Source: an optimization exercise on an open RTL-to-GDS flow (aim: small area and a short achievable clock period). Production flows keep margins and buffers that such runs may drop. The RTL was checked by simulation tests, not by an equivalence proof against the original design. Power figures rest on the tool's default switching activity, not on a simulated workload.

==> inputs of v27 <==
## l2Cache
module l2Cache (
  input  logic                  clk,
  input  logic                  rstN,
  input  logic                  l1Valid,
  input  logic                  l1Op,
  input  logic [ADDR_WIDTH-1:0] l1Addr,
  input  logic                  snoopValid,
  input  logic [1:0]            snoopOp,
  input  logic [ADDR_WIDTH-1:0] snoopAddr,
  input  logic                  busCredit,
  input  logic                  fillValid,
  input  logic                  fillShared,
  output logic                  l1RespValid,
  output logic                  l1RespHit,
  output logic                  l1Credit,
  output logic                  snoopRespValid,
  output logic [1:0]            snoopResult,
  output logic                  snoopCredit,
  output logic                  busValid,
  output logic [1:0]            busOp,
  output logic [ADDR_WIDTH-1:0] busAddr,
  output logic [31:0]           hitCount,
  output logic [31:0]           missCount,
  output logic [31:0]           readCount,
  output logic [31:0]           writeCount
);
export LEC_CHECK = 0
export CAP_MARGIN = 20
export CORE_MARGIN = 2
export CORE_UTILIZATION = 50
export SETUP_SLACK_MARGIN = 3.5
export SLEW_MARGIN = 20
create_clock -name core_clock -period 6.5 [get_ports {clk}]
run.sh (not shown) runs the stock make flow with config.mk's settings and CLKGATE_MAP_FILE= SYNTH_SCRIPT=/design/flow/synth_recipe.tcl, a recipe that flattens the netlist after the stock synthesis.
==> inputs of v35, as changes to v27 <==
--- a/flow/design.v
+++ b/flow/design.v
@@ -176,15 +176,14 @@
   logic                  l1Pend, l1PendOp;
   logic [LINE_BITS-1:0]  l1PendLine;
   logic                  snPend;
   logic [1:0]            snPendOp;
   logic [LINE_BITS-1:0]  snPendLine;
   logic [TAG_BITS-1:0]   reqTag;
   logic [INDEX_BITS-1:0] reqIdx;
-  logic [SETS-1:0]       reqSel;
   logic                  reqSnoop;
   logic [1:0]            reqOp;
   logic [WAYS-1:0][TAG_BITS-1:0] rTag;
   logic [WAYS-1:0][1:0]          rSt;
   logic [4:0]                    rLru;
   logic [WAYS-1:0]       wayQ;
   logic [TAG_BITS-1:0]   busTag;
@@ -200,16 +199,24 @@
     if (snReq) begin
       nextLine = snPend ? snPendLine : snoopAddr[ADDR_WIDTH-1:OFFSET_BITS];
       nextOp   = snPend ? snPendOp : snoopOp;
     end else begin
       nextLine = l1Pend ? l1PendLine : l1Addr[ADDR_WIDTH-1:OFFSET_BITS];
       nextOp   = {1'b0, l1Pend ? l1PendOp : l1Op};
     end
-    for (int s = 0; s < SETS; s++)
-      nextSel[s] = nextLine[INDEX_BITS-1:0] == INDEX_BITS'(s);
+    for (int s = 0; s < SETS; s++) begin
+      if (snPend)
+        nextSel[s] = snPendLine[INDEX_BITS-1:0] == INDEX_BITS'(s);
+      else if (snoopValid)
+        nextSel[s] = snoopAddr[OFFSET_BITS +: INDEX_BITS] == INDEX_BITS'(s);
+      else if (l1Pend)
+        nextSel[s] = l1PendLine[INDEX_BITS-1:0] == INDEX_BITS'(s);
+      else
+        nextSel[s] = l1Addr[OFFSET_BITS +: INDEX_BITS] == INDEX_BITS'(s);
+    end
   end
   logic [WAYS-1:0][TAG_BITS-1:0] rdTag;
   logic [WAYS-1:0][1:0]          rdSt;
   logic [4:0]                    rdLru;
   always_comb begin
     rdTag = '0;
     rdSt  = '0;
@@ -228,22 +235,25 @@
     if (!snPend) begin
       snPendOp   <= snoopOp;
       snPendLine <= snoopAddr[ADDR_WIDTH-1:OFFSET_BITS];
     end
     if (stIdle) begin
       reqTag   <= nextLine[LINE_BITS-1:INDEX_BITS];
       reqIdx   <= nextLine[INDEX_BITS-1:0];
-      reqSel   <= nextSel;
       reqOp    <= nextOp;
       reqSnoop <= snReq;
       rTag     <= rdTag;
       rSt      <= rdSt;
       rLru     <= rdLru;
     end
   end
+  logic [SETS-1:0] reqSel;
+  always_comb
+    for (int s = 0; s < SETS; s++)
+      reqSel[s] = reqIdx == INDEX_BITS'(s);
   logic [WAYS-1:0] eq;
   logic            hit, hitM, hitS, hitE;
   always_comb begin
     for (int w = 0; w < WAYS; w++)
       eq[w] = rSt[w] != MESI_I && rTag[w] == reqTag;
     hit  = |eq;
     hitM = 1'b0;
- CAP_MARGIN: 20 -> 35
- SLEW_MARGIN: 20 -> 35
==> summary of the runs <==
v27 completed with no timing, DRC or antenna violations. v35 finished with timing, DRC and antenna clean. Against v27, the final cell count of v35 is higher by about 0.4%. Against v27, the total power of v35 is smaller by about 0.64%. In v27 the hold slack is better than in v35, by 0.074 ns. Of v35 and v27, v27 has the higher die area (gap about 1.2%, measured against v27).

==> inputs of run H <==
Starting RTL as in the previous note.
// l2Cache
module l2Cache (
  input  logic                  clk,
  input  logic                  rstN,
  input  logic                  l1Valid,
  input  logic                  l1Op,
  input  logic [ADDR_WIDTH-1:0] l1Addr,
  input  logic                  snoopValid,
  input  logic [1:0]            snoopOp,
  input  logic [ADDR_WIDTH-1:0] snoopAddr,
  input  logic                  busCredit,
  input  logic                  fillValid,
  input  logic                  fillShared,
  output logic                  l1RespValid,
  output logic                  l1RespHit,
  output logic                  l1Credit,
  output logic                  snoopRespValid,
  output logic [1:0]            snoopResult,
  output logic                  snoopCredit,
  output logic                  busValid,
  output logic [1:0]            busOp,
  output logic [ADDR_WIDTH-1:0] busAddr,
  output logic [31:0]           hitCount,
  output logic [31:0]           missCount,
  output logic [31:0]           readCount,
  output logic [31:0]           writeCount
);
clock: 6.5 ns
lec_check: 0
cap_margin: 20
core_margin: 2
core_utilization: 70
cts_cluster_diameter: 100
cts_cluster_size: 20
setup_slack_margin: 3.5
slew_margin: 20
==> run Y: changes against run H <==
--- a/flow/design.v
+++ b/flow/design.v
@@ -65,131 +65,29 @@
   output logic [31:0]           missCount,
   output logic [31:0]           readCount,
   output logic [31:0]           writeCount
 );
   localparam int LINE_BITS = TAG_BITS + INDEX_BITS;
   logic [SETS-1:0][WAYS-1:0][TAG_BITS-1:0] tagMem;
   logic [SETS-1:0][WAYS-1:0][1:0]          stMem;
-  logic [SETS-1:0][4:0]                    lruMem;
-  localparam logic [4:0] LRU_RESET = 5'd27;   
-  function automatic logic [4:0] lruTouched(input logic [4:0] c, input logic [1:0] t);
-    case ({t, c})
-      7'd27: lruTouched = 5'd27;
-      7'd26: lruTouched = 5'd26;
-      7'd23: lruTouched = 5'd23;
-      7'd22: lruTouched = 5'd22;
-      7'd25: lruTouched = 5'd25;
-      7'd21: lruTouched = 5'd21;
-      7'd11: lruTouched = 5'd27;
-      7'd10: lruTouched = 5'd26;
-      7'd7: lruTouched = 5'd23;
-      7'd6: lruTouched = 5'd22;
-      7'd9: lruTouched = 5'd25;
-      7'd5: lruTouched = 5'd21;
-      7'd19: lruTouched = 5'd27;
-      7'd18: lruTouched = 5'd26;
-      7'd3: lruTouched = 5'd23;
-      7'd2: lruTouched = 5'd22;
-      7'd17: lruTouched = 5'd25;
-      7'd1: lruTouched = 5'd21;
-      7'd24: lruTouched = 5'd27;
-      7'd20: lruTouched = 5'd26;
-      7'd8: lruTouched = 5'd23;
-      7'd4: lruTouched = 5'd22;
-      7'd16: lruTouched = 5'd25;
-      7'd0: lruTouched = 5'd21;
-      7'd59: lruTouched = 5'd11;
-      7'd58: lruTouched = 5'd10;
-      7'd55: lruTouched = 5'd11;
-      7'd54: lruTouched = 5'd10;
-      7'd57: lruTouched = 5'd11;
-      7'd53: lruTouched = 5'd10;
-      7'd43: lruTouched = 5'd11;
-      7'd42: lruTouched = 5'd10;
-      7'd39: lruTouched = 5'd19;
-      7'd38: lruTouched = 5'd18;
-      7'd41: lruTouched = 5'd19;
-      7'd37: lruTouched = 5'd18;
-      7'd51: lruTouched = 5'd19;
-      7'd50: lruTouched = 5'd18;
-      7'd35: lruTouched = 5'd19;
-      7'd34: lruTouched = 5'd18;
-      7'd49: lruTouched = 5'd24;
-      7'd33: lruTouched = 5'd20;
-      7'd56: lruTouched = 5'd24;
-      7'd52: lruTouched = 5'd20;
-      7'd40: lruTouched = 5'd24;
-      7'd36: lruTouched = 5'd20;
-      7'd48: lruTouched = 5'd24;
-      7'd32: lruTouched = 5'd20;
-      7'd91: lruTouched = 5'd7;
-      7'd90: lruTouched = 5'd7;
-      7'd87: lruTouched = 5'd7;
-      7'd86: lruTouched = 5'd9;
-      7'd89: lruTouched = 5'd9;
-      7'd85: lruTouched = 5'd9;
-      7'd75: lruTouched = 5'd3;
-      7'd74: lruTouched = 5'd3;
-      7'd71: lruTouched = 5'd7;
-      7'd70: lruTouched = 5'd17;
-      7'd73: lruTouched = 5'd9;
-      7'd69: lruTouched = 5'd17;
-      7'd83: lruTouched = 5'd3;
-      7'd82: lruTouched = 5'd8;
-      7'd67: lruTouched = 5'd3;
-      7'd66: lruTouched = 5'd16;
-      7'd81: lruTouched = 5'd17;
-      7'd65: lruTouched = 5'd17;
-      7'd88: lruTouched = 5'd8;
-      7'd84: lruTouched = 5'd8;
-      7'd72: lruTouched = 5'd8;
-      7'd68: lruTouched = 5'd16;
-      7'd80: lruTouched = 5'd16;
-      7'd64: lruTouched = 5'd16;
-      7'd123: lruTouched = 5'd6;
-      7'd122: lruTouched = 5'd6;
-      7'd119: lruTouched = 5'd5;
-      7'd118: lruTouched = 5'd6;
-      7'd121: lruTouched = 5'd5;
-      7'd117: lruTouched = 5'd5;
-      7'd107: lruTouched = 5'd2;
-      7'd106: lruTouched = 5'd2;
-      7'd103: lruTouched = 5'd1;
-      7'd102: lruTouched = 5'd6;
-      7'd105: lruTouched = 5'd1;
-      7'd101: lruTouched = 5'd5;
-      7'd115: lruTouched = 5'd4;
-      7'd114: lruTouched = 5'd2;
-      7'd99: lruTouched = 5'd0;
-      7'd98: lruTouched = 5'd2;
-      7'd113: lruTouched = 5'd1;
-      7'd97: lruTouched = 5'd1;
-      7'd120: lruTouched = 5'd4;
-      7'd116: lruTouched = 5'd4;
-      7'd104: lruTouched = 5'd0;
-      7'd100: lruTouched = 5'd4;
-      7'd112: lruTouched = 5'd0;
-      7'd96: lruTouched = 5'd0;
-      default: lruTouched = c;
-    endcase
-  endfunction
+  logic [SETS-1:0][WAYS-1:0][1:0]          ageMem;
   logic                  stIdle, stLookup, stEvict, stFetch, stFill, stUpgrade, stSnoopWb;
   logic                  l1Pend, l1PendOp;
   logic [LINE_BITS-1:0]  l1PendLine;
   logic                  snPend;
   logic [1:0]            snPendOp;
   logic [LINE_BITS-1:0]  snPendLine;
   logic [TAG_BITS-1:0]   reqTag;
   logic [INDEX_BITS-1:0] reqIdx;
   logic [SETS-1:0]       reqSel;
   logic                  reqSnoop;
   logic [1:0]            reqOp;
   logic [WAYS-1:0][TAG_BITS-1:0] rTag;
   logic [WAYS-1:0][1:0]          rSt;
-  logic [4:0]                    rLru;
+  logic [WAYS-1:0][1:0]          rAge;
   logic [WAYS-1:0]       wayQ;
   logic [TAG_BITS-1:0]   busTag;
   logic [1:0]            busCreditCnt;
   logic                  snReq, l1Req, accept;
   logic [LINE_BITS-1:0]  nextLine;
   logic [1:0]            nextOp;
   logic [SETS-1:0]       nextSel;
@@ -205,43 +103,43 @@
       nextOp   = {1'b0, l1Pend ? l1PendOp : l1Op};
     end
     for (int s = 0; s < SETS; s++)
       nextSel[s] = nextLine[INDEX_BITS-1:0] == INDEX_BITS'(s);
   end
   logic [WAYS-1:0][TAG_BITS-1:0] rdTag;
   logic [WAYS-1:0][1:0]          rdSt;
-  logic [4:0]                    rdLru;
+  logic [WAYS-1:0][1:0]          rdAge;
   always_comb begin
     rdTag = '0;
     rdSt  = '0;
-    rdLru = '0;
+    rdAge = '0;
     for (int s = 0; s < SETS; s++) begin
       rdTag = rdTag | ({(WAYS*TAG_BITS){nextSel[s]}} & tagMem[s]);
       rdSt  = rdSt  | ({(WAYS*2){nextSel[s]}} & stMem[s]);
-      rdLru = rdLru | ({5{nextSel[s]}} & lruMem[s]);
+      rdAge = rdAge | ({(WAYS*2){nextSel[s]}} & ageMem[s]);
     end
   end
   always_ff @(posedge clk) begin
-    if (!l1Pend) begin
+    if (l1Valid) begin
       l1PendOp   <= l1Op;
       l1PendLine <= l1Addr[ADDR_WIDTH-1:OFFSET_BITS];
     end
-    if (!snPend) begin
+    if (snoopValid) begin
       snPendOp   <= snoopOp;
       snPendLine <= snoopAddr[ADDR_WIDTH-1:OFFSET_BITS];
     end
     if (stIdle) begin
       reqTag   <= nextLine[LINE_BITS-1:INDEX_BITS];
       reqIdx   <= nextLine[INDEX_BITS-1:0];
       reqSel   <= nextSel;
       reqOp    <= nextOp;
       reqSnoop <= snReq;
       rTag     <= rdTag;
       rSt      <= rdSt;
-      rLru     <= rdLru;
+      rAge     <= rdAge;
     end
   end
   logic [WAYS-1:0] eq;
   logic            hit, hitM, hitS, hitE;
   always_comb begin
     for (int w = 0; w < WAYS; w++)
       eq[w] = rSt[w] != MESI_I && rTag[w] == reqTag;
@@ -257,15 +155,15 @@
   end
   logic [WAYS-1:0]     inv, lru, victim;
   logic                victimM;
   logic [TAG_BITS-1:0] victimTag;
   always_comb begin
     for (int w = 0; w < WAYS; w++) begin
       inv[w] = rSt[w] == MESI_I;
-      lru[w] = rLru[1:0] == WAY_BITS'(w);
+      lru[w] = rAge[w] == WAY_BITS'(WAYS - 1);
     end
     victim[0] = inv[0] || (inv == 4'b0000 && lru[0]);
     victim[1] = (inv[1] && !inv[0]) || (inv == 4'b0000 && lru[1]);
     victim[2] = (inv[2] && inv[1:0] == 2'b00) || (inv == 4'b0000 && lru[2]);
     victim[3] = (inv[3] && inv[2:0] == 3'b000) || (inv == 4'b0000 && lru[3]);
     victimM   = 1'b0;
     victimTag = '0;
@@ -343,54 +241,68 @@
     if (stLookup)
       wayQ <= hit ? eq : victim;
     if (!(stEvict && !busValid))
       busTag <= (l1Lookup && !hit && victimM) ? victimTag : reqTag;
   end
   logic [WAYS-1:0] stWeL, stWeQ;
   logic [1:0]      wrState;
+  logic            fillWe;
+  assign fillWe = stFill && fillValid;
   always_comb begin
     for (int w = 0; w < WAYS; w++) begin
       stWeL[w] = stLookup && eq[w] && (reqSnoop || (reqOp[0] && rSt[w] == MESI_E));
-      stWeQ[w] = ((stUpgrade && busValid) || stFill) && wayQ[w];
+      stWeQ[w] = ((stUpgrade && busValid) || fillWe) && wayQ[w];
     end
     if (stLookup)
       wrState = reqSnoop ? (reqOp == BUS_READ ? MESI_S : MESI_I) : MESI_M;
     else if (stFill && !reqOp[0])
       wrState = fillShared ? MESI_S : MESI_E;
     else
       wrState = MESI_M;
   end
-  logic [WAYS-1:0] tw;
-  logic            touch;
-  logic [4:0]      newLru;
+  logic [WAYS-1:0]      tw;
+  logic                 touch;
+  logic [WAYS-1:0]      younger;
+  logic [WAYS-1:0][1:0] newAge;
   always_comb begin
-    touch   = stLookup || stFill;
-    tw      = stLookup ? (reqSnoop ? 4'b0000 : eq) : wayQ;
-    newLru = (tw == 4'b0000) ? rLru : 5'd0;
-    for (int t = 0; t < WAYS; t++)
-      newLru = newLru | ({5{tw[t]}} & lruTouched(rLru, WAY_BITS'(t)));
+    touch = stLookup || fillWe;
+    tw    = stLookup ? (reqSnoop ? 4'b0000 : eq) : wayQ;
+    for (int w = 0; w < WAYS; w++) begin
+      younger[w] = 1'b0;
+      for (int v = 0; v < WAYS; v++)
+        if (v != w)
+          younger[w] = younger[w] | (tw[v] && rAge[w] < rAge[v]);
+      if (tw[w])
+        newAge[w] = '0;
+      else if (younger[w])
+        newAge[w] = rAge[w] + 1'b1;
+      else
+        newAge[w] = rAge[w];
+    end
   end
   for (genvar s = 0; s < SETS; s++) begin : gSet
     for (genvar w = 0; w < WAYS; w++) begin : gWay
       always_ff @(posedge clk) begin
-        if (stFill && reqSel[s] && wayQ[w])
+        if (fillWe && reqSel[s] && wayQ[w])
           tagMem[s][w] <= busTag;
       end
       always_ff @(posedge clk or negedge rstN) begin
         if (!rstN)
           stMem[s][w] <= MESI_I;
         else if (reqSel[s] && (stWeL[w] || stWeQ[w]))
           stMem[s][w] <= wrState;
       end
     end
     always_ff @(posedge clk or negedge rstN) begin
-      if (!rstN)
-        lruMem[s] <= LRU_RESET;
-      else if (touch && reqSel[s])
-        lruMem[s] <= newLru;
+      if (!rstN) begin
+        for (int w = 0; w < WAYS; w++)
+          ageMem[s][w] <= WAY_BITS'(w);
+      end else if (touch && reqSel[s]) begin
+        ageMem[s] <= newAge;
+      end
     end
   end
   assign busAddr  = {busTag, reqIdx, {OFFSET_BITS{1'b0}}};
   assign l1Credit = l1RespValid;
   always_ff @(posedge clk or negedge rstN) begin
     if (!rstN) begin
       hitCount   <= '0;
Settings changed: CORE_UTILIZATION 70 to 50, CTS_CLUSTER_DIAMETER 100 to unset, CTS_CLUSTER_SIZE 20 to unset.
==> run summary <==
Run H passed the timing, DRC and antenna checks. Run Y finished with timing, DRC and antenna clean.
Worst setup slack: run Y is higher than run H (210 ps).
Of run H and run Y, run H has the higher combinational power (gap 39%, measured against run Y).
In run H the utilization is higher than in run Y, by 23 points.
In run Y the synthesized area is higher than in run H, by about 3.6%.
Between run Y and run H, the lower sequential power is in run Y (gap about 4%, measured against run H).
In run Y the die area is higher than in run H, by about 45%.
Between run Y and run H, the lower via count is in run Y (gap about 1.4%, measured against run H).
Between run H and run Y, the lower register-to-register slack is in run H (gap 180 ps).
Of run Y and run H, run H has the higher sequential share of layout area (gap 1.6 points).
Between run Y and run H, the lower hold slack is in run Y (gap 8.8 ps).
==> figures <==
metric	run H	run Y
Detail Route met3 WL	49200 um	36700 um
Total setup buffers inserted after CTS	201	198
Fraction of the mapped netlist area in compound gates	11.1%	11.6%
Sink of the worst hold path	lruMem[74]	readCount[31]
Power after layout	0.0405 W	0.0399 W
Proportion of synthesized chip area in sequential cells	75.4%	75.1%
# nets final	5298	5544
Final core occ	84.2%	61.7%
Number of detailed-routing iterations run before antenna repair	11	8
Plain + repair buffers	734	719
Xor-xnor portion of the synthesized cell area	2.48%	2.42%
Number of clock sinks seen by CTS	1991	2042
Crit-path slowest cell	sky130_fd_sc_hd__a221oi_1	sky130_fd_sc_hd__or4_1
Fraction of registers with async set or reset after synthesis	17.6%	19.5%
Clk cell area share	3.34%	6.66%
Run status	no timing/DRC/antenna violations	no timing/DRC/antenna violations
Fraction of standard cell area in multi-input logic	22.1%	20.6%
Flip-flop and latch count	1991	2042
Setup skew after layout	37.9 ps	49.6 ps
Category of the most critical setup path	input pin to flip-flop	flip-flop to flip-flop
Synthesized-area fraction occupied by adder cells	0.0656%	0.317%
Switching part of the total power	36.5%	32.2%

==> port drivers added, routing unchanged <==
The results above use ideal ports. As a check the final layouts listed here were re-extracted and re-timed, cells and wires unchanged.
Step 1 sets driving cells, clkbuf_16 on the clock port and buf_2 on the other inputs (assumed; they add their load-dependent delay and slew).
Step 2, shift: input delay + t, output delay - t, t = (earliest + latest rising clock arrival at the registers) / 2. This alone moves slack from input paths to output paths.
Slacks: no drivers / after step 1 / after step 2; pairs: no drivers / after step 1.
run | shift t [ns] | slack for setup (ns) | worst hold slack (ns) | worst data-port slew with drivers (ns)
v27 | 0.925 | 3.450 / 3.424 / 2.583 | 0.461 / 0.446 / 0.461 | 0.09
v35 | 0.898 | 3.308 / 3.308 / 2.525 | 0.387 / 0.357 / 0.468 | 0.07
run H | 0.826 | 3.229 / 3.261 / 2.459 | 0.465 / 0.465 / 0.465 | 0.07
run Y | 0.922 | 3.443 / 3.443 / 2.528 | 0.457 / 0.436 / 0.457 | 0.10
After both steps setup and hold are still met in every run listed. The setup slack of run Y, which loses most, moves by 0.000 ns with the drivers and by -0.915 ns with both steps.
